From an optimization exercise on the open Yosys and OpenROAD flow, aimed at small area and a short achievable clock period; shortcuts taken in it are not production practice.
At most, simulation tests tie the RTL to the original design; equivalence was not proved.
Only the layout flow was run in run 1; the RTL was not checked for function there.
The flow treats the clock pin as an ideal source. Dropping or thinning the clock tree relies on that and would not hold on a real chip.
No activity file was given, so power comes from the tool's default toggle rates.

File: config.mk
export PLATFORM = sky130hd
export DESIGN_NAME = squeeze_conv_layer
export DESIGN_NICKNAME = squeeze_conv_layer
export VERILOG_FILES = /design/flow/design.v
export SDC_FILE = /design/flow/constraint.sdc
export NUM_CORES = 4
export LEC_CHECK = 0
export CAP_MARGIN = 20
export CORE_MARGIN = 2
export CORE_UTILIZATION = 40
export SLEW_MARGIN = 20
File: constraint.sdc
create_clock -name core_clock -period 10.0 [get_ports {clk}]
set_input_delay 2.0000 -clock core_clock [delete_from_list [all_inputs] [get_ports {clk}]]
set_output_delay 2.0000 -clock core_clock [all_outputs]
set_load 0.01 [all_outputs]
File: design.v
`default_nettype none
package squeeze_pkg;
	localparam logic [20:0] carry_mask = 21'b001000100010000100000;
	function automatic signed [3:0] weight_value(input integer addr, input integer lane);
		weight_value = ((addr * 5 + lane * 3 + 2) % 7) - 3;
	endfunction
	function automatic [1:0] wmag(input integer addr, input integer lane);
		integer w;
		w = weight_value(addr, lane);
		if (addr > 17) wmag = 2'd0;
		else wmag = (w < 0) ? 2'(-w) : 2'(w);
	endfunction
	function automatic wneg(input integer addr, input integer lane);
		integer w;
		w = weight_value(addr, lane);
		wneg = (addr <= 17) && (w < 0);
	endfunction
endpackage
`default_nettype wire
`timescale 1ns/10ps
`default_nettype none
module squeeze_conv_layer
(
	input  wire        clk,
	input  wire        rst_n,
	input  wire        layer_en,
	input  wire [15:0] ifm,
	input  wire        ram_feedback,
	output wire [63:0] ofm,
	output wire        ofm_sample,
	output wire        layer_finish
);
	localparam int LANES = 4;
	localparam int AW    = 21;
	localparam logic [AW-1:0] CMASK = squeeze_pkg::carry_mask;
	logic       en_q;
	logic [4:0] tap_addr;
	logic [2:0] win_cnt;
	logic       last_al;
	logic       window_done;
	logic       done_q;
	logic       sample_q;
	logic       layer_end;
	logic       fb_seen;
	wire taps_done = win_cnt[2];
	wire advance   = en_q & ~taps_done;
	wire at_last   = (tap_addr == 5'd17);
	always_ff @(posedge clk or negedge rst_n) begin
		if (!rst_n) begin
			en_q        <= 1'b0;
			tap_addr    <= '0;
			win_cnt     <= '0;
			last_al     <= 1'b0;
			window_done <= 1'b0;
			done_q      <= 1'b0;
			sample_q    <= 1'b0;
			layer_end   <= 1'b0;
			fb_seen     <= 1'b0;
		end else begin
			en_q <= layer_en;
			if (advance) begin
				if (at_last) begin
					tap_addr <= '0;
					win_cnt  <= win_cnt + 1'b1;
				end else begin
					tap_addr <= tap_addr + 1'b1;
				end
			end
			last_al     <= advance & at_last;
			window_done <= last_al;
			done_q      <= window_done;
			sample_q    <= done_q;
			if (window_done & taps_done) layer_end <= 1'b1;
			if (ram_feedback) fb_seen <= 1'b1;
		end
	end
	assign ofm_sample   = sample_q;
	assign layer_finish = layer_end & ~fb_seen;
	logic [15:0] tap_q;
	logic [15:0] tap_d;
	logic [17:1] t3_d;
	logic        first;
	logic [3:0]  sel_p1, sel_p2, sel_p3, sel_neg;
	wire [17:0] t3 = {{2{tap_q[15]}}, tap_q} + {tap_q[15], tap_q, 1'b0};
	always_ff @(posedge clk) begin
		tap_q <= ifm;
		tap_d <= tap_q;
		t3_d  <= t3[17:1];
	end
	logic [31:0] dec_p1 [LANES];
	logic [31:0] dec_p2 [LANES];
	logic [31:0] dec_p3 [LANES];
	logic [31:0] dec_neg [LANES];
	genvar l, i;
	generate
		for (l = 0; l < LANES; l++) begin : g_dec
			for (i = 0; i < 32; i++) begin : g_addr
				assign dec_p1[l][i]  = (squeeze_pkg::wmag(i, l) == 2'd1);
				assign dec_p2[l][i]  = (squeeze_pkg::wmag(i, l) == 2'd2);
				assign dec_p3[l][i]  = (squeeze_pkg::wmag(i, l) == 2'd3);
				assign dec_neg[l][i] = squeeze_pkg::wneg(i, l);
			end
		end
	endgenerate
	always_ff @(posedge clk) begin
		first <= advance & (tap_addr == 5'd0);
		for (int k = 0; k < LANES; k++) begin
			sel_p1[k]  <= advance & dec_p1[k][tap_addr];
			sel_p2[k]  <= advance & dec_p2[k][tap_addr];
			sel_p3[k]  <= advance & dec_p3[k][tap_addr];
			sel_neg[k] <= advance & dec_neg[k][tap_addr];
		end
	end
	wire [AW-1:0] m1 = {{(AW-16){tap_d[15]}}, tap_d};
	wire [AW-1:0] m2 = {{(AW-17){tap_d[15]}}, tap_d, 1'b0};
	wire [AW-1:0] m3 = {{(AW-18){t3_d[17]}}, t3_d, tap_d[0]};
	logic [AW-1:0] acc  [LANES];
	logic [AW-1:0] accc [LANES];    
	logic [6:0]    res  [LANES];
	generate
		for (l = 0; l < LANES; l++) begin : g_lane
			localparam logic [AW-1:0] BIAS = AW'((l - 1) * 4096);
			wire [AW-1:0] a_in = first ? BIAS : acc[l];
			wire [AW-1:0] c_in = first ? '0 : (accc[l] & CMASK);
			wire [AW-1:0] op = {AW{sel_neg[l]}} ^
				(({AW{sel_p1[l]}} & m1) | ({AW{sel_p2[l]}} & m2) | ({AW{sel_p3[l]}} & m3));
			wire [AW:0] cy;
			wire [AW-1:0] sum;
			assign cy[0] = sel_neg[l];
			for (i = 0; i < AW; i++) begin : g_bit
				wire ci = (i != 0 && CMASK[i]) ? c_in[i] : cy[i];
				assign sum[i]  = a_in[i] ^ op[i] ^ ci;
				assign cy[i+1] = (a_in[i] & op[i]) | (a_in[i] & ci) | (op[i] & ci);
			end
			always_ff @(posedge clk) begin
				acc[l]  <= sum;
				accc[l] <= cy[AW-1:0] & CMASK;
			end
			wire [AW-1:0] full = acc[l] + (accc[l] & CMASK);
			assign res[l] = full[20:14];
		end
	endgenerate
	logic [5:0] ofm_q [LANES];
	always_ff @(posedge clk or negedge rst_n) begin
		if (!rst_n) begin
			for (int k = 0; k < LANES; k++) ofm_q[k] <= '0;
		end else if (window_done) begin
			for (int k = 0; k < LANES; k++) ofm_q[k] <= res[k][6] ? 6'd0 : res[k][5:0];
		end
	end
	generate
		for (l = 0; l < LANES; l++) begin : g_out
			assign ofm[16*l +: 16] = {10'd0, ofm_q[l]};
		end
	endgenerate
endmodule
`default_nettype wire
File: run.sh
#!/bin/bash
# synth_recipe.tcl (not shown) runs the flow's synth.tcl, then flattens the netlist and writes it again
# the make line also repeats each setting of config.mk as NAME=value (left out here)
make -C /OpenROAD-flow-scripts/flow DESIGN_CONFIG=/design/flow/config.mk WORK_HOME=/design/flow/orfs CLKGATE_MAP_FILE= SYNTH_SCRIPT=/design/flow/synth_recipe.tcl finish
==> reports/results.txt, run 1 <==
Status: no timing/DRC/antenna violations
FF-to-FF End: acc[2][9]$_DFF_P_
GRT Total Usage: 15.5%
Crit start category: register
Distinct cells, synth: 56
R2R setup slack: 6.71 ns
Predominant post-synthesis flop cell: dfxtp_1
Commonest non-fill, non-tap cell in the layout: dfxtp_1
Drt drc: 0
# fillers: 2644
Worst hold stages: 0
Synth top area cells: dfxtp_1, fa_1, dfrtp_1
Post-synth top area cell: dfxtp_1
Clk latency of the worst-skew pair: 0.51 ns
Cell Pwr Density: 365 nW/um2
CTS tree: done
GPL Wtd Cong: 0.828
Bufs and invs on worst path: 1
Starting Density: 40.5%
Unrepaired setup endpoints after global routing: false
Final nets: 1218
Post CTS Setup Buffer Count: 0
Vias in the first global route: 7049
Leak: 5.27 nW
Worst hold endpoint: sample_q$_DFF_PN0_
CP Max Fanout: 2
Clock Pin Slew Worst Setup and Hold Paths: 0.05 ns
PostCTS Resize Cnt: 0
Fin. Hold Viols: 0
Worst hold path class: register to register
Final Instance Area: 12500 um2
Worst EP arrival: 1.51 ns
Worst r2r src: first$_DFF_P_
Min cycle time layout: 3.51 ns
Initial antenna violation count: 0
Via count: 7307
CP Cell Sequence: nor2b_1 -> clkdlybuf4s50_1
Fraction of registers with async set/reset: 19.1%
CP endpoint kind: primary output
Mean post-synth cell area: 10.3 um2
Post-synth EDFFs: 0
Final period util: 35.1%
Hold-fix buffers, CTS: 0
Worst endpoint required time: 8.00 ns
I/O pin count: 86
FF+latch count, synth: 204
Achievable Freq: 285 MHz
Inserted Diodes: 0
# setup viols final: 0
DR WL/cell: 14.9 um
Die Span Y: 171 um
Die area: 29300 um2
Syn Inst Count: 1089
Max-slew violations: 0
DRT iter0 DRCs: 725
Vias per Instance: 4.92
Final ANT Viol Nets: 0
Register area share after synthesis: 38.3%
Clock Tree Buf Depth: 3
Num CTS Buffers: 24
Syn. warnings: 9
CP top delay family: buffers and inverters
Layout cell share with drive strength beyond 1: 5.87%
Worst Clk Skew: 0.0118 ns
Dpl hpwl: 16.3 mm
Placed Instance Area: 11700 um2
Floorplan row count: 61
Commonest cells after routing, fill and taps aside: dfxtp_1, inv_1, fa_1, nor2b_1
Largest net degree at the start of global routing: 73
Die X: 171 um
Largest stage delay, worst path: 0.54 ns
Mapped Area: 11200 um2
Gr ovfl total: 0
Layout Area Growth over Synthesis: 11.5%
Core Box Area: 27600 um2
Slew HR: 34.8%
Depth of the most critical reg-to-reg path: 9
Slew @ Worst Pin: 0.976 ns
Worst vdd ir: 0.147 mV
Slowest cell on the critical path: clkdlybuf4s50_1
CP Class: register to primary output
Top-area cell type share of the netlist area: 29.6%
Drt first pass iters: 15
Port Buf Inserts: 45
CTS root buffer: clkbuf_16
Clk sinks: 204
Final WL: 22.1 mm
Min-Delay Startpoint: done_q$_DFF_PN0_
H-tree Lvls: 1
Total negative setup slack: 0 ns
Global-route wire length before repair: 36.3 mm
Max-Cap Viols: 0
cell usage after synthesis (36+ instances only):
master,n
nand2b_1,44
dfxtp_1,165
dfrtp_1,39
fa_1,77
inv_1,99
xor2_1,55
xnor2_1,60
buf_4,40
nand2_1,36
nor2b_1,61
clkbuf_1,61
a222oi_1,60
sequential cells by signal, summed over array words and instances (netlist names):
signal       count
accc            16
sample_q         1
tap_addr         5
sel_neg          4
tap_d           16
tap_q           16
first            1
done_q           1
fb_seen          1
ofm_q           24
t3_d            16
acc             84
layer_end        1
last_al          1
sel_p3           4
en_q             1
sel_p1           4
win_cnt          3
sel_p2           4
window_done      1
how the worst max path moves through the flow:
stage                             start                end  slack (ns)  depth (start not counted)
global placement          first$_DFF_P_  acc[2][9]$_DFF_P_        6.73                          9
detailed placement        first$_DFF_P_  acc[2][9]$_DFF_P_        6.65                          9
global route              first$_DFF_P_  acc[2][9]$_DFF_P_        6.42                          9
floorplan             sel_p1[1]$_DFF_P_  acc[1][9]$_DFF_P_        7.09                         11
CTS                 fb_seen$_DFFE_PN0P_       layer_finish        6.45                          2
finish              fb_seen$_DFFE_PN0P_       layer_finish        6.49                          2
report_power, final:
group / internal [W] / leakage (nW) / total (W) / switching [W]
Clock: 0.000504 / 0.381 / 0.000845 / 0.000341
Combinational: 0.000999 / 2.97 / 0.00214 / 0.00114
Sequential: 0.00118 / 1.92 / 0.00157 / 0.000388
kinds of logic (layout without fill, tap and decap cells):
kind of cell	Yosys count	in the layout	synth area share, %
multiplexers	14	14	1.28
buffers and inverters	211	190	8.51
flip-flops	204	204	38.3
AND/OR/NAND/NOR	236	236	11.6
AO/OA/AOI/OAI	199	199	13.9
XOR/XNOR	115	115	9.01
adder cells (fa/ha/maj)	109	109	17.4
other	1	40	0.0336
layout make-up:
cell class                 instances  area, um2  area share (%)
clock inverter                     9       63.8           0.512
tap                              378        473            3.79
timing repair buffer              47        460            3.69
multi-input combinational        713       6090            48.9
sequential                       204       4280            34.3
inverter                          99        372            2.98
clock buffer                      35        723            5.80
per-layer routing:
layer	GRT usage [%]	up-vias	wire [um]
met4	5.27	0	593
met2	24.2	230	9780
met3	2.11	40	1220
met5	0	-	0
li1	-	3619	-
met1	22.0	3418	10500
stage by stage:
step / hold WS (ns) / power [W] / cells / utilization [%] / worst slack (ns)
global route: 0.353 / 0.00507 / 1485 / 45.1 / 6.42
floorplan: 0.331 / 0.00323 / 1128 / - / 7.09
CTS: 0.349 / 0.00462 / 1485 / 45.1 / 6.45
finish: 0.348 / 0.00455 / 1485 / 45.1 / 6.49
global placement: 0.333 / 0.00367 / 1441 / 42.3 / 6.73
detailed placement: 0.336 / 0.00375 / 1441 / 42.3 / 6.65
worst reg2reg max path: cells and delay by family, from the launching register on:
family | cells | cell delay, ns
simple gates | 1 | 0.16
buf+inv | 3 | 0.74
flops | 1 | 0.67
fa+ha+maj | 5 | 1.59
==> run 2: changes to the inputs <==
--- a/design.v
+++ b/design.v
@@ -1,6 +1,30 @@
 `default_nettype none
 package squeeze_pkg;
 	localparam logic [20:0] carry_mask = 21'b001000100010000100000;
+	function automatic integer block_lo(input integer i);
+		integer k;
+		block_lo = 0;
+		for (k = 1; k <= i; k++) if (carry_mask[k]) block_lo = k;
+	endfunction
+	function automatic [16:0] bk_add17(input [16:0] a, input [16:0] b);
+		reg [16:0] g, p, gg, pp;
+		integer d, i;
+		g  = a & b;
+		p  = a ^ b;
+		gg = g;
+		pp = p;
+		for (d = 1; d <= 8; d = d * 2)
+			for (i = 2 * d - 1; i < 17; i = i + 2 * d) begin
+				gg[i] = gg[i] | (pp[i] & gg[i-d]);
+				pp[i] = pp[i] & pp[i-d];
+			end
+		for (d = 4; d >= 1; d = d / 2)
+			for (i = 3 * d - 1; i < 17; i = i + 2 * d) begin
+				gg[i] = gg[i] | (pp[i] & gg[i-d]);
+				pp[i] = pp[i] & pp[i-d];
+			end
+		bk_add17 = p ^ {gg[15:0], 1'b0};
+	endfunction
 	function automatic signed [3:0] weight_value(input integer addr, input integer lane);
 		weight_value = ((addr * 5 + lane * 3 + 2) % 7) - 3;
 	endfunction
@@ -40,7 +64,7 @@
 	logic       window_done;
 	logic       done_q;
 	logic       sample_q;
-	logic       layer_end;
+	logic       finish_q;
 	logic       fb_seen;
 	wire taps_done = win_cnt[2];
 	wire advance   = en_q & ~taps_done;
@@ -54,7 +78,7 @@
 			window_done <= 1'b0;
 			done_q      <= 1'b0;
 			sample_q    <= 1'b0;
-			layer_end   <= 1'b0;
+			finish_q    <= 1'b0;
 			fb_seen     <= 1'b0;
 		end else begin
 			en_q <= layer_en;
@@ -70,18 +94,20 @@
 			window_done <= last_al;
 			done_q      <= window_done;
 			sample_q    <= done_q;
-			if (window_done & taps_done) layer_end <= 1'b1;
+			finish_q    <= (finish_q | (window_done & taps_done)) & ~fb_seen & ~ram_feedback;
 			if (ram_feedback) fb_seen <= 1'b1;
 		end
 	end
 	assign ofm_sample   = sample_q;
-	assign layer_finish = layer_end & ~fb_seen;
+	assign layer_finish = finish_q;
 	logic [15:0] tap_q;
 	logic [15:0] tap_d;
 	logic [17:1] t3_d;
-	logic        first;
+	logic [3:0]  first;
 	logic [3:0]  sel_p1, sel_p2, sel_p3, sel_neg;
-	wire [17:0] t3 = {{2{tap_q[15]}}, tap_q} + {tap_q[15], tap_q, 1'b0};
+	wire [17:0] t3;
+	assign t3[0] = tap_q[0];
+	assign t3[17:1] = squeeze_pkg::bk_add17({{2{tap_q[15]}}, tap_q[15:1]}, {tap_q[15], tap_q});
 	always_ff @(posedge clk) begin
 		tap_q <= ifm;
 		tap_d <= tap_q;
@@ -103,7 +129,7 @@
 		end
 	endgenerate
 	always_ff @(posedge clk) begin
-		first <= advance & (tap_addr == 5'd0);
+		first <= {LANES{advance & (tap_addr == 5'd0)}};
 		for (int k = 0; k < LANES; k++) begin
 			sel_p1[k]  <= advance & dec_p1[k][tap_addr];
 			sel_p2[k]  <= advance & dec_p2[k][tap_addr];
@@ -120,8 +146,8 @@
 	generate
 		for (l = 0; l < LANES; l++) begin : g_lane
 			localparam logic [AW-1:0] BIAS = AW'((l - 1) * 4096);
-			wire [AW-1:0] a_in = first ? BIAS : acc[l];
-			wire [AW-1:0] c_in = first ? '0 : (accc[l] & CMASK);
+			wire [AW-1:0] a_in = first[l] ? BIAS : acc[l];
+			wire [AW-1:0] c_in = first[l] ? '0 : (accc[l] & CMASK);
 			wire [AW-1:0] op = {AW{sel_neg[l]}} ^
 				(({AW{sel_p1[l]}} & m1) | ({AW{sel_p2[l]}} & m2) | ({AW{sel_p3[l]}} & m3));
 			wire [AW:0] cy;
@@ -136,7 +162,23 @@
 				acc[l]  <= sum;
 				accc[l] <= cy[AW-1:0] & CMASK;
 			end
-			wire [AW-1:0] full = acc[l] + (accc[l] & CMASK);
+			wire [AW:0] rc;       
+			wire [AW-1:0] run;    
+			wire [AW-1:0] full;
+			assign rc[0] = 1'b0;
+			for (i = 0; i < AW; i++) begin : g_res
+				localparam int LO = squeeze_pkg::block_lo(i);
+				wire c_lo  = (LO == 0) ? 1'b0 : accc[l][LO];
+				wire up_lo = (acc[l][LO] & (c_lo | rc[LO])) | (c_lo & rc[LO]);
+				if (i == LO) begin : g_lo
+					assign run[i]  = 1'b1;
+					assign full[i] = acc[l][i] ^ c_lo ^ rc[LO];
+				end else begin : g_up
+					assign run[i]  = run[i-1] & acc[l][i];
+					assign full[i] = acc[l][i] ^ (up_lo & run[i-1]);
+				end
+				assign rc[i+1] = (i + 1 < AW && squeeze_pkg::carry_mask[i+1]) ? (up_lo & run[i]) : 1'b0;
+			end
 			assign res[l] = full[20:14];
 		end
 	endgenerate
--- a/config.mk
+++ b/config.mk
@@ -6,6 +6,8 @@
 export NUM_CORES = 4
 export LEC_CHECK = 0
 export CAP_MARGIN = 20
+export CELL_PAD_IN_SITES_DETAIL_PLACEMENT = 1
+export CELL_PAD_IN_SITES_GLOBAL_PLACEMENT = 1
 export CORE_MARGIN = 2
-export CORE_UTILIZATION = 40
+export CORE_UTILIZATION = 35
 export SLEW_MARGIN = 20
==> run 2 against run 1 <==
  * Still clean on timing, DRC and antenna
  * Clock skew rose by 0.0030 ns
  * Core utilization fell by 5.0 points
  * Worst setup slack improved by 0.083 ns
  * Non-clock buffer count did not move
  * First-iteration DRC count fell by 16%
  * Sequential share of layout area rose by 0.60 points
  * Wire length rose by 9.1%
  * Combinational power barely moved
  * Critical path depth fell by 1
  * Synthesized cell count fell by 6.3%
  * Register-to-register slack got worse by 0.09 ns
  * Critical path type unchanged
  * Largest power group unchanged
==> reports/results.txt, run 2 <==
Max-slew violations: 0
Combinational share of power: 45.7%
Starting Density: 35.5%
Seq pwr share: 33.0%
Slew @ Worst Pin: 0.967 ns
Clk pwr share: 21.3%
Final worst slack: 6.57 ns
Switching power: 0.00187 W
Clk latency of the worst-skew pair: 0.53 ns
Mapped Area: 10800 um2
Regs by FF count: acc: 84 flops, ofm_q: 24 flops
Clock Tree Buf Depth: 3
Syn. warnings: 9
Syn Inst Count: 1020
Largest stage delay, worst path: 0.55 ns
Via count: 6945
Worst hold path class: register to register
Top-area cell type share of the netlist area: 30.5%
CP endpoint kind: primary output
Largest register FFs: 84
Worst endpoint required time: 8.00 ns
CP top delay family: buffers and inverters
CTS root buffer: clkbuf_16
CP Max Fanout: 2
GRT Total Usage: 15.2%
DRT iter0 DRCs: 610
DR WL/cell: 16.8 um
CTS tree: done
Post-synth top area cell: dfxtp_1
Layout cell share with drive strength beyond 1: 7.11%
I/O pin count: 86
Post-synth EDFFs: 0
FF+latch count, synth: 204
Die Span Y: 180 um
Largest net degree at the start of global routing: 73
Post CTS Setup Buffer Count: 0
Final WL: 24.1 mm
Biggest register: acc
Final period util: 34.3%
Mean post-synth cell area: 10.6 um2
Layout Area Growth over Synthesis: 13.0%
Drt first pass iters: 7
Most common cell in the netlist: dfxtp_1
Floorplan row count: 64
Global-route wire length before repair: 40.0 mm
PostCTS Resize Cnt: 0
Total power: 0.00466 W
Total negative setup slack: 0 ns
Fin. Hold Viols: 0
Slew HR: 35.5%
Gr ovfl total: 0
Crit start category: register
Initial antenna violation count: 0
Bufs and invs on worst path: 1
Distinct cells, synth: 52
Drt drc: 0
Synth top area cells: dfxtp_1, fa_1, dfrtp_1
Inserted Diodes: 0
Unrepaired setup endpoints after global routing: false
Final nets: 1160
Cell Pwr Density: 380 nW/um2
Vias per Instance: 4.83
Hold-fix buffers, CTS: 0
Predominant post-synthesis flop cell: dfxtp_1
Dpl hpwl: 17.5 mm
Leak: 5.29 nW
Commonest non-fill, non-tap cell in the layout: dfxtp_1
Core Box Area: 30500 um2
Post-place setup slack: 6.61 ns
H-tree Lvls: 1
Net Sw Frac: 40.2%
Die area: 32400 um2
Min cycle time layout: 3.43 ns
Port Buf Inserts: 45
Worst vdd ir: 0.130 mV
Status: no timing/DRC/antenna violations
Clk sinks: 204
Clock Pin Slew Worst Setup and Hold Paths: 0.05 ns
Max-Cap Viols: 0
Die X: 180 um
Top post-synthesis cells by count: dfxtp_1, inv_1, fa_1
# setup viols final: 0
Fraction of registers with async set/reset: 19.1%
Power Internal: 0.00279 W
Worst Clk Skew: 0.0148 ns
Achievable Freq: 292 MHz
GPL Wtd Cong: 0.778
# fillers: 3308
Slowest cell on the critical path: clkdlybuf4s50_1
Vias in the first global route: 7332
Worst EP arrival: 1.43 ns
CP Class: register to primary output
Commonest cells after routing, fill and taps aside: dfxtp_1, inv_1, fa_1, a222oi_1, xnor2_1
CP Cell Sequence: clkdlybuf4s50_1
Num CTS Buffers: 25
Register area share after synthesis: 39.5%
Final ANT Viol Nets: 0
run 2: changes by cell type after synthesis, sizes merged, moves of 9 or more:
cell	delta
o21ai	-10
and3	-9
a21oi	-17
inv	+11
fa	+15
nor2b	-11
mux2	+11
run 2: cells by family after synthesis:
family / count (synthesis) / share of synthesized area, %
compound gates: 140 / 10.0
xor+xnor: 101 / 8.16
fa+ha+maj: 122 / 20.4
buf+inv: 221 / 9.34
flops: 204 / 39.5
mux: 18 / 1.85
other cells: 1 / 0.0346
simple gates: 213 / 10.7
run 2: routing by layer:
layer | share of wire [%] | track usage [%] | up-vias
li1 | - | - | 3277
met1 | 46 | 21.2 | 3424
met2 | 45 | 24.3 | 203
met3 | 5.7 | 2.37 | 41
met4 | 3.2 | 4.68 | 0
met5 | 0 | 0 | -
run 2: worst paths after layout:
path	end	start	slack [ns]	cells past startpoint
hold reg to reg	sample_q$_DFF_PN0_	done_q$_DFF_PN0_	0.35	0
setup reg to reg	acc[2][9]$_DFF_P_	first[0]$_DFF_P_	6.62	9
hold / removal	sample_q$_DFF_PN0_	done_q$_DFF_PN0_	0.35	0
min in group asynchronous	tap_addr[2]$_DFFE_PN0P_	rst_n	1.60	1
max in group asynchronous	ofm_q[2][1]$_DFFE_PN0P_	rst_n	7.86	1
setup / recovery	ofm[5]	ofm_q[0][5]$_DFFE_PN0P_	6.57	1
run 2: power by group through the flow:
stage               Sequential (W)  Clock [W]  Combinational [W]
floorplan                  0.00130          0            0.00182
global placement           0.00154          0            0.00205
detailed placement         0.00155          0            0.00218
CTS                        0.00154    0.00103            0.00220
global route               0.00159    0.00106            0.00257
finish                     0.00154   0.000991            0.00213
run 2: through the flow:
| stage | instance area, um2 | utilization (%) | cells | hold WS [ns] |
|---|---|---|---|---|
| finish | 12300 | 40.2 | 1437 | 0.348 |
| CTS | 12300 | 40.2 | 1437 | 0.349 |
| detailed placement | 11300 | 37.2 | 1391 | 0.336 |
| global route | 12300 | 40.2 | 1437 | 0.366 |
| floorplan | 11000 | - | 1059 | 0.331 |
| global placement | 11300 | 37.2 | 1391 | 0.333 |
run 2: cell type report:
| cell class | instances | area, um2 | area share, % |
|---|---|---|---|
| flip-flops and latches | 204 | 4280 | 34.9 |
| clock inverters | 14 | 228 | 1.86 |
| well taps | 396 | 495 | 4.04 |
| inverters | 110 | 413 | 3.37 |
| multi-input cells | 634 | 5690 | 46.5 |
| clock buffers | 32 | 682 | 5.57 |
| repair buffers | 47 | 460 | 3.76 |
==> run 3: changes to the inputs <==
==> flow/run.sh (new file) <==
#!/bin/bash
# Standard synthesis unchanged; the layout steps then ask the repair passes for
# extra setup margin so that the achieved period shrinks (constraints unchanged).
set -euo pipefail
bash standard.sh synth > synth.log 2>&1
bash standard.sh SETUP_SLACK_MARGIN=7.0 finish > layout.log 2>&1
==> standard.sh (new file) <==
#!/bin/bash
# synth_recipe.tcl (not shown) runs the flow's synth.tcl, then flattens the netlist and writes it again
# the make line also repeats each setting of config.mk as NAME=value (left out here)
make -C /OpenROAD-flow-scripts/flow DESIGN_CONFIG=/design/flow/config.mk WORK_HOME=/design/flow/orfs CLKGATE_MAP_FILE= SYNTH_SCRIPT=/design/flow/synth_recipe.tcl "${@:-finish}"
--- a/config.mk
+++ b/config.mk
@@ -6,8 +6,6 @@
 export NUM_CORES = 4
 export LEC_CHECK = 0
 export CAP_MARGIN = 20
-export CELL_PAD_IN_SITES_DETAIL_PLACEMENT = 1
-export CELL_PAD_IN_SITES_GLOBAL_PLACEMENT = 1
 export CORE_MARGIN = 2
-export CORE_UTILIZATION = 35
+export CORE_UTILIZATION = 40
 export SLEW_MARGIN = 20
removed: run.sh
==> run 3 against run 2 <==
  * Still clean on timing, DRC and antenna
  * Count of clock-buffer cells in the layout up 1
  * Critical path type unchanged
  * Sequential share of layout area up 0.53 points
  * Via count down 2.7%
  * Synthesized area unchanged
  * Largest power group unchanged
==> reports/results.txt, run 3 <==
Dpl hpwl: 15.1 mm
Dpl cells: 1336
Register area share after synthesis: 39.5%
CP Cell Sequence: buf_2
Final ANT Viol Nets: 0
CTS tree: done
CP Class: register to primary output
Floorplan row count: 60
Regs by FF count: acc: 84 flops, ofm_q: 24 flops
Final nets: 1169
# setup viols final: 0
Syn. warnings: 9
Biggest register: acc
R2R setup slack: 7.07 ns
FF+latch count, synth: 204
Largest net degree at the start of global routing: 85
DR WL/cell: 14.8 um
Commonest non-fill, non-tap cell in the layout: dfxtp_1
Slowest cell on the critical path: dfrtp_1
Initial antenna violation count: 0
Distinct cells, synth: 52
Clk sinks: 204
Mapped Area: 10800 um2
Post-synth EDFFs: 0
Die area: 28400 um2
Predominant post-synthesis flop cell: dfxtp_1
Cell Pwr Density: 369 nW/um2
Post-synth top area cell: dfxtp_1
CP Max Fanout: 2
Worst hold path class: register to register
Via count: 6760
# fillers: 2515
Post-synthesis compound-gate area fraction: 10.0%
DRT iter0 DRCs: 674
Status: no timing/DRC/antenna violations
Worst vdd ir: 0.139 mV
Top post-synthesis cells by count: dfxtp_1, inv_1, fa_1
Global-route wire length before repair: 34.3 mm
Xor/xnor cell area share of the yosys netlist: 8.16%
GRT Total Usage: 14.7%
Layout cell share with drive strength beyond 1: 12.2%
Worst endpoint required time: 8.00 ns
Layout Area Growth over Synthesis: 11.8%
GPL Wtd Cong: 0.843
Post-synthesis adder-cell area fraction: 20.4%
Final WL: 20.6 mm
Final period util: 30.4%
H-tree Lvls: 1
Syn Inst Count: 1020
Min cycle time layout: 3.04 ns
Starting Density: 40.4%
Die Span Y: 169 um
Bufs and invs on worst path: 1
Cell Count, Final, Fillers Out: 1390
Achievable Freq: 329 MHz
Mux contribution to synthesized area: 1.85%
Port Buf Inserts: 45
Synth top area cells: dfxtp_1, fa_1, dfrtp_1
Core Box Area: 26800 um2
Most common cell in the netlist: dfxtp_1
Drt first pass iters: 12
Mean post-synth cell area: 10.6 um2
Largest register FFs: 84
Fraction of registers with async set/reset: 19.1%
Largest family of logic cells by synthesized area: adder cells
Max-Cap Viols: 0
Commonest cells after routing, fill and taps aside: dfxtp_1, inv_1, fa_1, a222oi_1, xnor2_1
Die X: 169 um
Post-layout util: 45.2%
CP endpoint kind: primary output
Clock Pin Slew Worst Setup and Hold Paths: 0.06 ns
I/O pin count: 86
Drt drc: 0
Unrepaired setup endpoints after global routing: true
Clock Tree Buf Depth: 3
Max-slew violations: 0
CP top delay family: flip-flops
Largest stage delay, worst path: 0.39 ns
Worst Clk Skew: 0.0208 ns
Top-area cell type share of the netlist area: 30.5%
Num CTS Buffers: 24
Leak: 5.37 nW
Clk latency of the worst-skew pair: 0.52 ns
Vias in the first global route: 6547
Synth Area in Simple Gates: 10.7%
Worst EP arrival: 1.04 ns
Gr ovfl total: 0
Slew HR: 41.7%
Total negative setup slack: 0 ns
Crit start category: register
Inserted Diodes: 0
Vias per Instance: 4.86
Hold-fix buffers, CTS: 0
Slew @ Worst Pin: 0.874 ns
CTS root buffer: clkbuf_16
Fin. Hold Viols: 0
## run 3: cell counts after synthesis
Identical to the previous run, type by type.
## run 3: metal layers
| metal | GRT usage (%) | routed length (um) | up-vias |
|---|---|---|---|
| met5 | 0 | 0 | - |
| met2 | 22.2 | 8890 | 217 |
| met1 | 21.9 | 9990 | 3194 |
| met4 | 4.27 | 534 | 0 |
| li1 | - | - | 3306 |
| met3 | 2.45 | 1160 | 43 |
## run 3: area by class of cell
cell class                 count  area [um2]  area share [%]
clock buffer                  33         704            5.81
clock inverter                11         126            1.04
inverter                     110         413            3.41
multi-input combinational    634        5710            47.1
sequential                   204        4300            35.5
tap                          341         427            3.52
timing repair buffer          57         437            3.60
## run 3: path summary, 6_finish.rpt
path                                         start                      end  cells past startpoint
max reg2reg                      sel_p2[1]$_DFF_P_        acc[1][9]$_DFF_P_                      9
max in group asynchronous                    rst_n  tap_addr[0]$_DFFE_PN0P_                      1
min                              last_al$_DFF_PN0_    window_done$_DFF_PN0_                      0
min in group asynchronous                    rst_n         done_q$_DFF_PN0_                      1
max                        ofm_q[2][5]$_DFFE_PN0P_                  ofm[37]                      1
min reg2reg                      last_al$_DFF_PN0_    window_done$_DFF_PN0_                      0
## run 3: power by group
part	switching (W)	internal [W]
Clock	0.000344	0.000547
Combinational	0.00111	0.000943
Sequential	0.000342	0.00118
Total	0.00180	0.00267
## run 3: per-stage QoR
stage                     worst slack [ns]  hold WS [ns]  instance area, um2  total power (W)
after floorplan                       7.09         0.331               11000          0.00312
after global placement                6.85         0.334               11300          0.00354
after detailed placement              6.80         0.335               11300          0.00360
after CTS                             6.93         0.348               12000          0.00452
after global routing                  6.91         0.367               12100          0.00500
final                                 6.96         0.346               12100          0.00447
## run 3: cells by family (layout without fill, tap and decap cells)
kind of cell | after synthesis | count (layout)
muxes | 18 | 18
AOI/OAI and AO/OA | 140 | 140
other | 1 | 40
xor gates and xnor gates | 101 | 101
DFF | 204 | 204
buffers and inverters | 221 | 211
and+or+nand+nor | 213 | 213
adders and majority gates | 122 | 122
## run 3: timing repair
item,CTS,global route
pin swaps,1,0
endpoints found under the setup margin,33,47
cloned,0,0
buffers inserted,3,7
gates resized for setup,107,21
==> run 4: changes to the inputs <==
--- a/design.v
+++ b/design.v
@@ -1,6 +1,6 @@
 `default_nettype none
 package squeeze_pkg;
-	localparam logic [20:0] carry_mask = 21'b001000100010000100000;
+	localparam logic [20:0] carry_mask = 21'b010010001000100010000;
 	function automatic integer block_lo(input integer i);
 		integer k;
 		block_lo = 0;
@@ -40,6 +40,19 @@
 		wneg = (addr <= 17) && (w < 0);
 	endfunction
 endpackage
+`default_nettype wire
+`default_nettype none
+module mac_lane
+(
+	input  wire a,
+	input  wire b,
+	input  wire ci,
+	output wire s,
+	output wire co
+);
+	assign s  = a ^ b ^ ci;
+	assign co = (a & b) | (a & ci) | (b & ci);
+endmodule
 `default_nettype wire
 `timescale 1ns/10ps
 `default_nettype none
@@ -155,8 +168,7 @@
 			assign cy[0] = sel_neg[l];
 			for (i = 0; i < AW; i++) begin : g_bit
 				wire ci = (i != 0 && CMASK[i]) ? c_in[i] : cy[i];
-				assign sum[i]  = a_in[i] ^ op[i] ^ ci;
-				assign cy[i+1] = (a_in[i] & op[i]) | (a_in[i] & ci) | (op[i] & ci);
+				mac_lane u_fa (.a(a_in[i]), .b(op[i]), .ci(ci), .s(sum[i]), .co(cy[i+1]));
 			end
 			always_ff @(posedge clk) begin
 				acc[l]  <= sum;
==> flow/run.sh (replaced) <==
#!/bin/bash
# Standard synthesis unchanged. The layout steps use plain buffers on the ports,
# a shallow clock tree without dummy loads (flat_cts.tcl bypasses the middle
# level, so the root drives the leaf buffers), and ask the repair passes for
# extra setup margin on the worst paths only, so that the achieved period
# shrinks with little added area (constraints unchanged).
set -euo pipefail
bash standard.sh synth > synth.log 2>&1
bash standard.sh \
  "BUFFER_PORTS_ARGS=-buffer_cell sky130_fd_sc_hd__buf_2" \
  "CTS_ARGS=-sink_clustering_enable -repair_clock_nets -dont_use_dummy_load -buf_list sky130_fd_sc_hd__clkbuf_16 -root_buf sky130_fd_sc_hd__clkbuf_16 -sink_clustering_size 25 -sink_clustering_max_diameter 150" \
  "PRE_CTS_TCL=$PWD/flow/flat_cts.tcl" \
  SETUP_SLACK_MARGIN=7.3 TNS_END_PERCENT=0 finish > layout.log 2>&1
==> flow/flat_cts.tcl (new file) <==
# Run before CTS: wraps clock_tree_synthesis so that, once the tree is built,
# every buffer between the root buffer and the leaf buffers is bypassed. The
# root then drives the leaf buffers directly, which shortens the clock path by
# one buffer for every register alike.
rename clock_tree_synthesis my_orig_clock_tree_synthesis

proc my_buffer_out_net { inst } {
  foreach it [$inst getITerms] {
    if { [$it isOutputSignal] } { return [$it getNet] }
  }
  return "NULL"
}

proc my_buffer_in_iterm { inst } {
  foreach it [$inst getITerms] {
    if { [$it isInputSignal] } { return $it }
  }
  return "NULL"
}

proc my_flatten_clock_tree { } {
  set block [ord::get_db_block]
  set clk_net [$block findNet clk]
  # The root buffer: the only cell the clock port drives
  set roots {}
  foreach it [$clk_net getITerms] { lappend roots [$it getInst] }
  if { [llength $roots] != 1 } {
    puts "flat_cts: clock port drives [llength $roots] cells, tree left as it is"
    return
  }
  set root [lindex $roots 0]
  set root_net [my_buffer_out_net $root]
  set bypassed 0
  set changed 1
  while { $changed } {
    set changed 0
    foreach it [$root_net getITerms] {
      set mid [$it getInst]
      if { $mid == $root } { continue }
      set mname [[$mid getMaster] getName]
      if { ![string match "sky130_fd_sc_hd__clkbuf_*" $mname] } { continue }
      set mid_net [my_buffer_out_net $mid]
      if { $mid_net == "NULL" } { continue }
      # Bypass only buffers whose loads are all clock buffers
      set only_bufs 1
      set loads {}
      foreach lt [$mid_net getITerms] {
        set li [$lt getInst]
        if { $li == $mid } { continue }
        if { ![string match "sky130_fd_sc_hd__clkbuf_*" [[$li getMaster] getName]] } { set only_bufs 0 }
        lappend loads $lt
      }
      if { !$only_bufs || [llength $loads] == 0 } { continue }
      foreach lt $loads {
        $lt disconnect
        $lt connect $root_net
      }
      [my_buffer_in_iterm $mid] disconnect
      foreach mt [$mid getITerms] { $mt disconnect }
      odb::dbInst_destroy $mid
      odb::dbNet_destroy $mid_net
      incr bypassed
      set changed 1
      break
    }
  }
  puts "flat_cts: bypassed $bypassed clock buffers below the root"
}

proc clock_tree_synthesis { args } {
  my_orig_clock_tree_synthesis {*}$args
  my_flatten_clock_tree
}
--- a/config.mk
+++ b/config.mk
@@ -9,3 +9,5 @@
 export CORE_MARGIN = 2
 export CORE_UTILIZATION = 40
 export SLEW_MARGIN = 20
+export SYNTH_HIERARCHICAL = 1
+export SYNTH_MINIMUM_KEEP_SIZE = 0
==> run 4 against run 3 <==
  * First-iteration DRC count grew 28%
  * Global-route usage increased by 0.81 points
  * Core utilization down 2.8 points
  * Clock skew grew 0.023 ns
  * Sequential power is essentially flat
  * Combinational power fell by 9.8%
  * Critical endpoint is now ofm[21]
  * Largest cell class unchanged
  * Largest power group unchanged
  * Highest routed layer unchanged
==> reports/results.txt, run 4 <==
Status: no timing/DRC/antenna violations
Syn Inst Count: 943
CP Class: register to primary output
Max-Cap Viols: 0
Largest stage delay, worst path: 0.40 ns
Largest register FFs: 84
CP Max Fanout: 2
Top-area cell type share of the netlist area: 31.1%
CP Cell Sequence: buf_2
Regs by FF count: acc: 84 flops, ofm_q: 24 flops, accc: 20 flops
Die Span Y: 169 um
Commonest cells after routing, fill and taps aside: dfxtp_1, nor2b_1, fa_1, xnor2_1, a222oi_1
Final WL: 21.1 mm
Cell Pwr Density: 338 nW/um2
Leak: 4.72 nW
Slowest cell on the critical path: dfrtp_1
Largest family of logic cells by synthesized area: adder cells
Post-synthesis compound-gate area fraction: 13.1%
Core Box Area: 26800 um2
Worst endpoint required time: 8.00 ns
Slew HR: 38.1%
Drt first pass iters: 13
DR WL/cell: 16.6 um
Worst Clk Skew: 0.0435 ns
Mapped Area: 10900 um2
Bufs and invs on worst path: 1
Starting Density: 40.5%
Synth top area cells: dfxtp_1, fa_1, dfrtp_1
Largest net degree at the start of global routing: 105
Gr ovfl total: 0
Hold-fix buffers, CTS: 0
# setup viols final: 0
Clk sinks: 208
Clock Pin Slew Worst Setup and Hold Paths: 0.10 ns
Synth Area in Simple Gates: 10.4%
Post-synthesis adder-cell area fraction: 21.0%
Post-layout util: 42.4%
Post-synth EDFFs: 0
Final nets: 1073
Worst vdd ir: 0.128 mV
GRT Total Usage: 15.6%
FF+latch count, synth: 208
Fin. Hold Viols: 0
Max-slew violations: 0
GPL Wtd Cong: 0.806
Commonest non-fill, non-tap cell in the layout: dfxtp_1
Xor/xnor cell area share of the yosys netlist: 7.90%
Initial antenna violation count: 0
Final ANT Viol Nets: 0
Die area: 28500 um2
Crit start category: register
Unrepaired setup endpoints after global routing: true
Layout cell share with drive strength beyond 1: 12.3%
Total negative setup slack: 0 ns
Slew @ Worst Pin: 0.928 ns
I/O pin count: 86
Post-synth top area cell: dfxtp_1
Total power: 0.00385 W
Most common cell in the netlist: dfxtp_1
Vias per Instance: 5.11
Port Buf Inserts: 45
Final period util: 29.5%
Syn. warnings: 15
Drt drc: 0
DRT iter0 DRCs: 860
CP top delay family: flip-flops
Achievable Freq: 339 MHz
Distinct cells, synth: 52
Register area share after synthesis: 40.1%
Dpl cells: 1257
# fillers: 2529
Biggest register: acc
Top post-synthesis cells by count: dfxtp_1, fa_1, nor2b_1
Worst hold path class: register to register
Fraction of registers with async set/reset: 18.8%
Global-route wire length before repair: 34.7 mm
Floorplan row count: 60
Inserted Diodes: 0
Clk latency of the worst-skew pair: 0.41 ns
Predominant post-synthesis flop cell: dfxtp_1
Vias in the first global route: 6321
Mean post-synth cell area: 11.5 um2
Worst EP arrival: 0.95 ns
Mux contribution to synthesized area: 0.748%
Min cycle time layout: 2.95 ns
Die X: 169 um
CP endpoint kind: primary output
Layout Area Growth over Synthesis: 4.58%
Cell Count, Final, Fillers Out: 1270
Via count: 6488
Dpl hpwl: 15.3 mm
==> run 4: cell count changes in the layout (fill, tap and decap cells not counted), moves of 19 or more <==
cell | before | now
nor2b_1 | 50 | 94
xnor2_1 | 52 | 82
xor2_1 | 46 | 15
nand2b_1 | 40 | 8
nor2_1 | 36 | 16
buf_2 | 24 | 45
inv_1 | 108 | 20
o2bb2ai_1 | 1 | 20
==> run 4: layout make-up <==
| class | count | area, um2 | share of cell area, % |
|---|---|---|---|
| multi-input cells | 640 | 5960 | 52.4 |
| flip-flops and latches | 208 | 4380 | 38.5 |
| well taps | 341 | 427 | 3.75 |
| repair buffers | 50 | 270 | 2.38 |
| clock buffers | 10 | 250 | 2.20 |
| inverters | 21 | 78.8 | 0.694 |
==> run 4: kinds of logic after synthesis <==
logic type | after synthesis
XOR/XNOR | 98
AO/OA/AOI/OAI | 175
multiplexers | 5
flip-flops | 208
buffers and inverters | 134
other | 1
adder cells (fa/ha/maj) | 122
AND/OR/NAND/NOR | 200
==> run 4: per-layer routing <==
| metal | track usage, % | vias to the layer above | share of wire (%) |
|---|---|---|---|
| met3 | 2.85 | 26 | 5.1 |
| met1 | 22.3 | 3133 | 48 |
| li1 | - | 3127 | - |
| met4 | 5.88 | 0 | 2.2 |
| met2 | 23.5 | 202 | 45 |
| met5 | 0 | - | 0 |
==> run 4: repair_timing <==
action	4_1_cts	5_1_grt
pin swaps	1	2
resized for setup	7	9
setup endpoints to repair	89	83
cloned	0	0
buffers inserted	3	0
endpoints found under the hold margin	0	0
==> run 4: where the power goes <==
part	total, W	switching, W	internal [W]
clock	0.000432	0.000252	0.000180
combinational	0.00185	0.000960	0.000893
sequential	0.00156	0.000360	0.00120
==> run 4: path summary, 6_finish.rpt <==
kind	start	end	slack [ns]	depth (start not counted)
worst max-delay path	ofm_q[1][5]$_DFFE_PN0P_	ofm[21]	7.05	1
worst min-delay path	tap_q[15]$_DFF_P_	tap_d[15]$_DFF_P_	0.36	0
worst max register to register	sel_p2[2]$_DFF_P_	acc[2][7]$_DFF_P_	7.12	6
worst min register to register	tap_q[15]$_DFF_P_	tap_d[15]$_DFF_P_	0.36	0
max in group asynchronous	rst_n	win_cnt[2]$_DFFE_PN0P_	7.67	1
min in group asynchronous	rst_n	sample_q$_DFF_PN0_	1.71	1
==> run 4: through the flow <==
stage	cell area (um2)	setup slack, ns	hold slack (ns)
finish	11400	7.05	0.355
global route	11400	6.99	0.371
detailed placement	11100	6.83	0.337
CTS	11300	7.02	0.355
floorplan	11100	7.27	0.331
global placement	11100	6.90	0.333
==> run 4: per-module statistics from Yosys, one instance, submodules excluded <==
module	flip-flops and latches	times used	cells inside	cell area, um2
mac_lane	0	84	1	20.0
squeeze_conv_layer	208	1	859	9190
==> run 5: changes to the inputs <==
--- a/config.mk
+++ b/config.mk
@@ -7,7 +7,8 @@
 export LEC_CHECK = 0
 export CAP_MARGIN = 20
 export CORE_MARGIN = 2
-export CORE_UTILIZATION = 40
+export CORE_UTILIZATION = 55
+export PLACE_DENSITY = 0.7
 export SLEW_MARGIN = 20
 export SYNTH_HIERARCHICAL = 1
 export SYNTH_MINIMUM_KEEP_SIZE = 0
==> run 5 against run 4 <==
  * Count of clock-buffer cells in the layout stayed put
  * Highest routed layer unchanged
  * Via count is 1.0% higher
  * Largest power group unchanged
  * Wire length is 3.7% lower
  * Critical path depth stayed put
  * Synthesized area unchanged
  * Non-clock buffer count is 5 higher
  * Hold slack lost 0.00052 ns
  * Die area decreased by 27%
  * Still clean
  * Combinational power is 2% higher
  * Clock skew shrank 0.0035 ns
  * Core utilization rose by 16 points
==> reports/results.txt, run 5 <==
Status: no timing/DRC/antenna violations
FF+latch count, synth: 208
Register area share after synthesis: 40.1%
GPL Wtd Cong: 0.858
Total negative setup slack: 0 ns
Top-area cell type share of the netlist area: 31.1%
Port Buf Inserts: 45
Critical Path Start: ofm_q[0][0]$_DFFE_PN0P_
CP endpoint kind: primary output
Biggest register: acc
Distinct cells, synth: 52
Worst hold path class: register to register
Drt first pass iters: 10
Synth top area cells: dfxtp_1, fa_1, dfrtp_1
Layout cell share with drive strength beyond 1: 12.8%
DRT iter0 DRCs: 756
Max-slew violations: 0
Final nets: 1078
Final ANT Viol Nets: 0
Vias in the first global route: 6223
Max-Cap Viols: 0
Clock Pin Slew Worst Setup and Hold Paths: 0.10 ns
Die X: 145 um
Floorplan row count: 51
Mapped Area: 10900 um2
Layout Area Growth over Synthesis: 4.21%
Via count: 6554
Largest stage delay, worst path: 0.41 ns
Min cycle time layout: 2.94 ns
Global-route wire length before repair: 33.1 mm
Slew @ Worst Pin: 0.968 ns
Regs by FF count: acc: 84 flops, ofm_q: 24 flops, accc: 20 flops
Crit path to: ofm[0]
Most common cell in the netlist: dfxtp_1
Worst r2r src: sel_p3[3]$_DFF_P_
Vias per Instance: 5.47
Inserted Diodes: 0
GRT Total Usage: 20.7%
Achievable Freq: 340 MHz
Depth of the most critical reg-to-reg path: 6
Dpl hpwl: 14.6 mm
Starting Density: 56.0%
CP Cell Sequence: buf_6
Commonest cells after routing, fill and taps aside: dfxtp_1, nor2b_1, fa_1, xnor2_1, a222oi_1
Top post-synthesis cells by count: dfxtp_1, fa_1, nor2b_1
Cell Count, Final, Fillers Out: 1199
Final WL: 20.3 mm
Worst Clk Skew: 0.0400 ns
CP Class: register to primary output
CP top delay family: flip-flops
Syn Inst Count: 943
Post-synth top area cell: dfxtp_1
Syn. warnings: 15
Commonest non-fill, non-tap cell in the layout: dfxtp_1
Unrepaired setup endpoints after global routing: true
Gr ovfl total: 0
Slowest cell on the critical path: dfrtp_1
Initial antenna violation count: 0
Fraction of registers with async set/reset: 18.8%
Largest register FFs: 84
Crit start category: register
Worst vdd ir: 0.151 mV
Drt drc: 0
Slew HR: 35.5%
Clk latency of the worst-skew pair: 0.40 ns
Predominant post-synthesis flop cell: dfxtp_1
Core Box Area: 19400 um2
CP Max Fanout: 2
Die area: 20900 um2
Fin. Hold Viols: 0
Instance count on the critical path: 1
DR WL/cell: 16.9 um
Bufs and invs on worst path: 1
Post-synth EDFFs: 0
Largest net degree at the start of global routing: 53
R2R setup slack: 7.10 ns
# setup viols final: 0
Hold-fix buffers, CTS: 0
Die Span Y: 145 um
Clk sinks: 208
I/O pin count: 86
Leak: 4.75 nW
Worst endpoint required time: 8.00 ns
Mean post-synth cell area: 11.5 um2
FF-to-FF End: acc[3][15]$_DFF_P_
Dpl cells: 1181
Worst EP arrival: 0.94 ns
Cell Pwr Density: 343 nW/um2
Final period util: 29.4%
run 5: final cells by class:
type / count / area [um2]
fill: 1646 / 8070
multi-input combinational: 640 / 5960
sequential: 208 / 4380
tap: 265 / 332
timing repair buffer: 55 / 322
clock buffer: 10 / 250
inverter: 21 / 78.8
run 5: Yosys stat by module, one instance, submodules excluded:
module,cells inside,flip-flops and latches,times used
mac_lane,1,0,84
squeeze_conv_layer,859,208,1
run 5: cell families (layout without fill, tap and decap cells):
group / Yosys count / after routing / share of synthesized area [%]
AOI/OAI and AO/OA: 175 / 175 / 13.1
xor gates and xnor gates: 98 / 98 / 7.90
adders and majority gates: 122 / 122 / 21.0
buffers and inverters: 134 / 86 / 6.71
DFF: 208 / 208 / 40.1
muxes: 5 / 5 / 0.748
other: 1 / 40 / 0.0345
and+or+nand+nor: 200 / 200 / 10.4
run 5: stage by stage:
stage | hold slack (ns) | utilization (%) | worst slack, ns | power, W | area (um2)
after floorplan | 0.331 | - | 7.27 | 0.00302 | 11100
after global placement | 0.334 | 56.5 | 6.61 | 0.00334 | 11000
after detailed placement | 0.335 | 56.5 | 6.51 | 0.00347 | 11000
after CTS | 0.356 | 58.0 | 7.03 | 0.00392 | 11300
after global routing | 0.362 | 58.4 | 7.01 | 0.00432 | 11300
final | 0.355 | 58.4 | 7.06 | 0.00388 | 11300
run 5: how the worst min path moves through the flow:
stage                      startpoint                    end  slack, ns  cells past startpoint
finish              last_al$_DFF_PN0_  window_done$_DFF_PN0_       0.35                      0
global route        tap_q[15]$_DFF_P_      tap_d[15]$_DFF_P_       0.36                      0
CTS                 last_al$_DFF_PN0_  window_done$_DFF_PN0_       0.36                      0
detailed placement  last_al$_DFF_PN0_  window_done$_DFF_PN0_       0.33                      0
global placement     done_q$_DFF_PN0_     sample_q$_DFF_PN0_       0.33                      0
floorplan           tap_q[15]$_DFF_P_      tap_d[15]$_DFF_P_       0.33                      0
run 5: routing by layer:
metal  GRT usage, %  up-vias  wire [um]
li1               -     3137          -
met1           31.0     3114       9700
met2           29.8      264       8800
met3           3.94       39       1210
met4           7.82        0        599
met5              0        -          0
run 5: where the power goes:
| part | internal [W] | total [W] | switching (W) | leakage, nW |
|---|---|---|---|---|
| Combinational | 0.000910 | 0.00189 | 0.000981 | 2.67 |
| Sequential | 0.00120 | 0.00156 | 0.000361 | 1.96 |
| Clock | 0.000180 | 0.000427 | 0.000247 | 0.123 |
| Total | 0.00229 | 0.00388 | 0.00159 | 4.75 |
run 5: timing repair:
action | in CTS | in global routing
pin swaps | 1 | 4
endpoints found under the setup margin | 87 | 83
resized for setup | 7 | 14
setup buffers | 3 | 5
==> run 6: changes to the inputs <==
--- a/config.mk
+++ b/config.mk
@@ -7,8 +7,8 @@
 export LEC_CHECK = 0
 export CAP_MARGIN = 20
 export CORE_MARGIN = 2
-export CORE_UTILIZATION = 55
-export PLACE_DENSITY = 0.7
+export CORE_UTILIZATION = 48
+export PLACE_DENSITY = 0.65
 export SLEW_MARGIN = 20
 export SYNTH_HIERARCHICAL = 1
 export SYNTH_MINIMUM_KEEP_SIZE = 0
==> run 6 against run 5 <==
  * Synthesized cell count did not move
  * Combinational power hardly changed
  * Wire length increased by 1.7%
  * Die area is 14% higher
  * Sequential cell count stayed put
  * Worst setup slack hardly changed
  * Fmax barely moved
  * Still clean on timing, DRC and antenna
  * Critical path depth unchanged
  * Cell area fell by 0.19%
==> reports/results.txt, run 6 <==
Max-Cap Viols: 0
Final WL: 20.7 mm
Min cycle time layout: 2.94 ns
Vias per Instance: 5.42
Worst hold stages: 0
Floorplan row count: 55
Largest register FFs: 84
Wl on met1: 9.73 mm
Slew HR: 38.5%
Max-slew violations: 0
DRT iter0 DRCs: 669
Hold-fix buffers, CTS: 0
Worst EP arrival: 0.94 ns
Placed Instance Area: 11000 um2
Worst Hold Slack: 0.338 ns
Predominant post-synthesis flop cell: dfxtp_1
Vias in the first global route: 6450
Final ANT Viol Nets: 0
Register area share after synthesis: 40.1%
Syn Inst Count: 943
Commonest non-fill, non-tap cell in the layout: dfxtp_1
Commonest cells after routing, fill and taps aside: dfxtp_1, nor2b_1, fa_1, xnor2_1, a222oi_1
Post-synth top area cell: dfxtp_1
Met2 WL post-DR: 9.28 mm
GRT Total Usage: 18.3%
Syn. warnings: 15
FF+latch count, synth: 208
Worst r2r src: sel_p2[3]$_DFF_P_
Dpl hpwl: 15.1 mm
Via count: 6571
Cell Pwr Density: 343 nW/um2
Fin. Hold Viols: 0
Top-area cell type share of the netlist area: 31.1%
Initial antenna violation count: 0
# setup viols final: 0
DR WL/cell: 17.0 um
R2R setup slack: 7.13 ns
Unrepaired setup endpoints after global routing: true
Drt first pass iters: 15
Post-layout util: 50.4%
Met3 Wirelength: 1.19 mm
Total negative setup slack: 0 ns
Slowest cell on the critical path: dfrtp_1
Slew @ Worst Pin: 0.923 ns
Critical Path Start: ofm_q[1][1]$_DFFE_PN0P_
Worst vdd ir: 0.118 mV
Min-Delay Startpoint: tap_q[15]$_DFF_P_
Depth of the most critical reg-to-reg path: 6
Post-synth EDFFs: 0
Layout Area Growth over Synthesis: 4.02%
Mean post-synth cell area: 11.5 um2
Die Span Y: 154 um
Most common cell in the netlist: dfxtp_1
Clock Pin Slew Worst Setup and Hold Paths: 0.11 ns
Port Buf Inserts: 45
Worst endpoint required time: 8.00 ns
Die X: 154 um
Max layer used: met4
CP Max Fanout: 2
Drt drc: 0
Largest stage delay, worst path: 0.40 ns
Final period util: 29.4%
Final Instance Area: 11300 um2
CP Cell Sequence: buf_2
Synth top area cells: dfxtp_1, fa_1, dfrtp_1
Die area: 23900 um2
Total power: 0.00387 W
Core Box Area: 22400 um2
Inserted Diodes: 0
Top post-synthesis cells by count: dfxtp_1, fa_1, nor2b_1
Worst hold path class: register to register
Gr ovfl total: 0
# fillers: 1995
Layout cell share with drive strength beyond 1: 12.2%
Clk sinks: 208
CP endpoint kind: primary output
CP Class: register to primary output
CP top delay family: flip-flops
Instance count on the critical path: 1
GPL Wtd Cong: 0.832
Bufs and invs on worst path: 1
Status: no timing/DRC/antenna violations
Largest net degree at the start of global routing: 59
Leak: 4.72 nW
Mapped Area: 10900 um2
Worst Clk Skew: 0.0538 ns
Distinct cells, synth: 52
Regs by FF count: acc: 84 flops, ofm_q: 24 flops, accc: 20 flops
Global-route wire length before repair: 34.4 mm
I/O pin count: 86
Crit start category: register
Achievable Freq: 340 MHz
Final nets: 1071
Fraction of registers with async set/reset: 18.8%
Biggest register: acc
Clk latency of the worst-skew pair: 0.41 ns
Starting Density: 48.4%
[run 6: metrics by stage]
step	cells	setup slack, ns
final	1212	7.06
after global routing	1212	7.01
after CTS	1212	7.04
after detailed placement	1201	6.48
after global placement	1201	6.55
after floorplan	982	7.27
[run 6: modules after synthesis, one instance, submodules excluded]
module	area (um2)	times used	cells inside
mac_lane	20.0	84	1
squeeze_conv_layer	9190	1	859
[run 6: cell families (layout without fill, tap and decap cells)]
| group | Yosys count | count (layout) | share of synthesized area [%] |
|---|---|---|---|
| AO/OA/AOI/OAI | 175 | 175 | 13.1 |
| XOR/XNOR | 98 | 98 | 7.90 |
| adder cells (fa/ha/maj) | 122 | 122 | 21.0 |
| buffers and inverters | 134 | 79 | 6.71 |
| flip-flops | 208 | 208 | 40.1 |
| multiplexers | 5 | 5 | 0.748 |
| other | 1 | 40 | 0.0345 |
| AND/OR/NAND/NOR | 200 | 200 | 10.4 |
[run 6: what timing repair did]
action                     4_1_cts  5_1_grt
pin swaps                        1        4
setup endpoints to repair       86       86
gates resized for setup          6       13
buffers inserted                 1        0
[run 6: power by group]
group          switching (W)  internal (W)  total, W  leakage [nW]
clock               0.000251      0.000180  0.000431         0.123
sequential          0.000368       0.00120   0.00157          1.96
combinational       0.000967      0.000905   0.00187          2.64
[run 6: per-layer routing]
metal | global-route usage (%) | up-vias
li1 | - | 3125
met1 | 26.5 | 3179
met2 | 27.6 | 235
met3 | 3.95 | 32
met4 | 5.47 | 0
met5 | 0 | -
[run 6: final timing paths]
kind | end
hold reg to reg | tap_d[15]$_DFF_P_
hold / removal | tap_d[15]$_DFF_P_
max in group asynchronous | window_done$_DFF_PN0_
setup / recovery | ofm[17]
setup reg to reg | acc[3][11]$_DFF_P_
min in group asynchronous | ofm_q[1][3]$_DFFE_PN0P_
[run 6: area by class of cell]
cell class	count	area, um2	area share, %
clock buffer	10	250	2.21
inverter	21	78.8	0.697
multi-input combinational	640	5960	52.8
sequential	208	4380	38.7
tap	285	357	3.15
timing repair buffer	48	275	2.44

==> what the ideal ports hide <==
The flow's constraints put no driver on any port. The routed layouts listed below were extracted and timed again, unchanged, in two steps.
Step 1 sets driving cells, clkbuf_16 on the clock port and buf_2 on the other inputs (assumed; they add their load-dependent delay and slew).
Step 2 times the ports against the registers' clock, not the clock port: input delays grow and output delays shrink by t, the midpoint of the rising clock arrivals with the driver on.
Three values: ideal ports, drivers, drivers and shift; two values: the first two.
run	shift t [ns]	slack for setup (ns)	worst hold slack (ns)	worst setup path after step 2
run 1	0.550	6.487 / 6.440 / 6.714	0.348 / 0.348 / 0.348	register to register
run 2	0.565	6.570 / 6.523 / 6.620	0.348 / 0.348 / 0.348	register to register
run 3	0.549	6.957 / 6.917 / 7.067	0.346 / 0.346 / 0.346	register to register
run 4	0.432	7.046 / 7.000 / 7.123	0.355 / 0.355 / 0.355	register to register
run 5	0.433	7.061 / 7.013 / 7.102	0.355 / 0.355 / 0.355	register to register
run 6	0.424	7.061 / 7.016 / 7.126	0.338 / 0.338 / 0.338	register to register
After both steps every run listed still meets setup and hold.
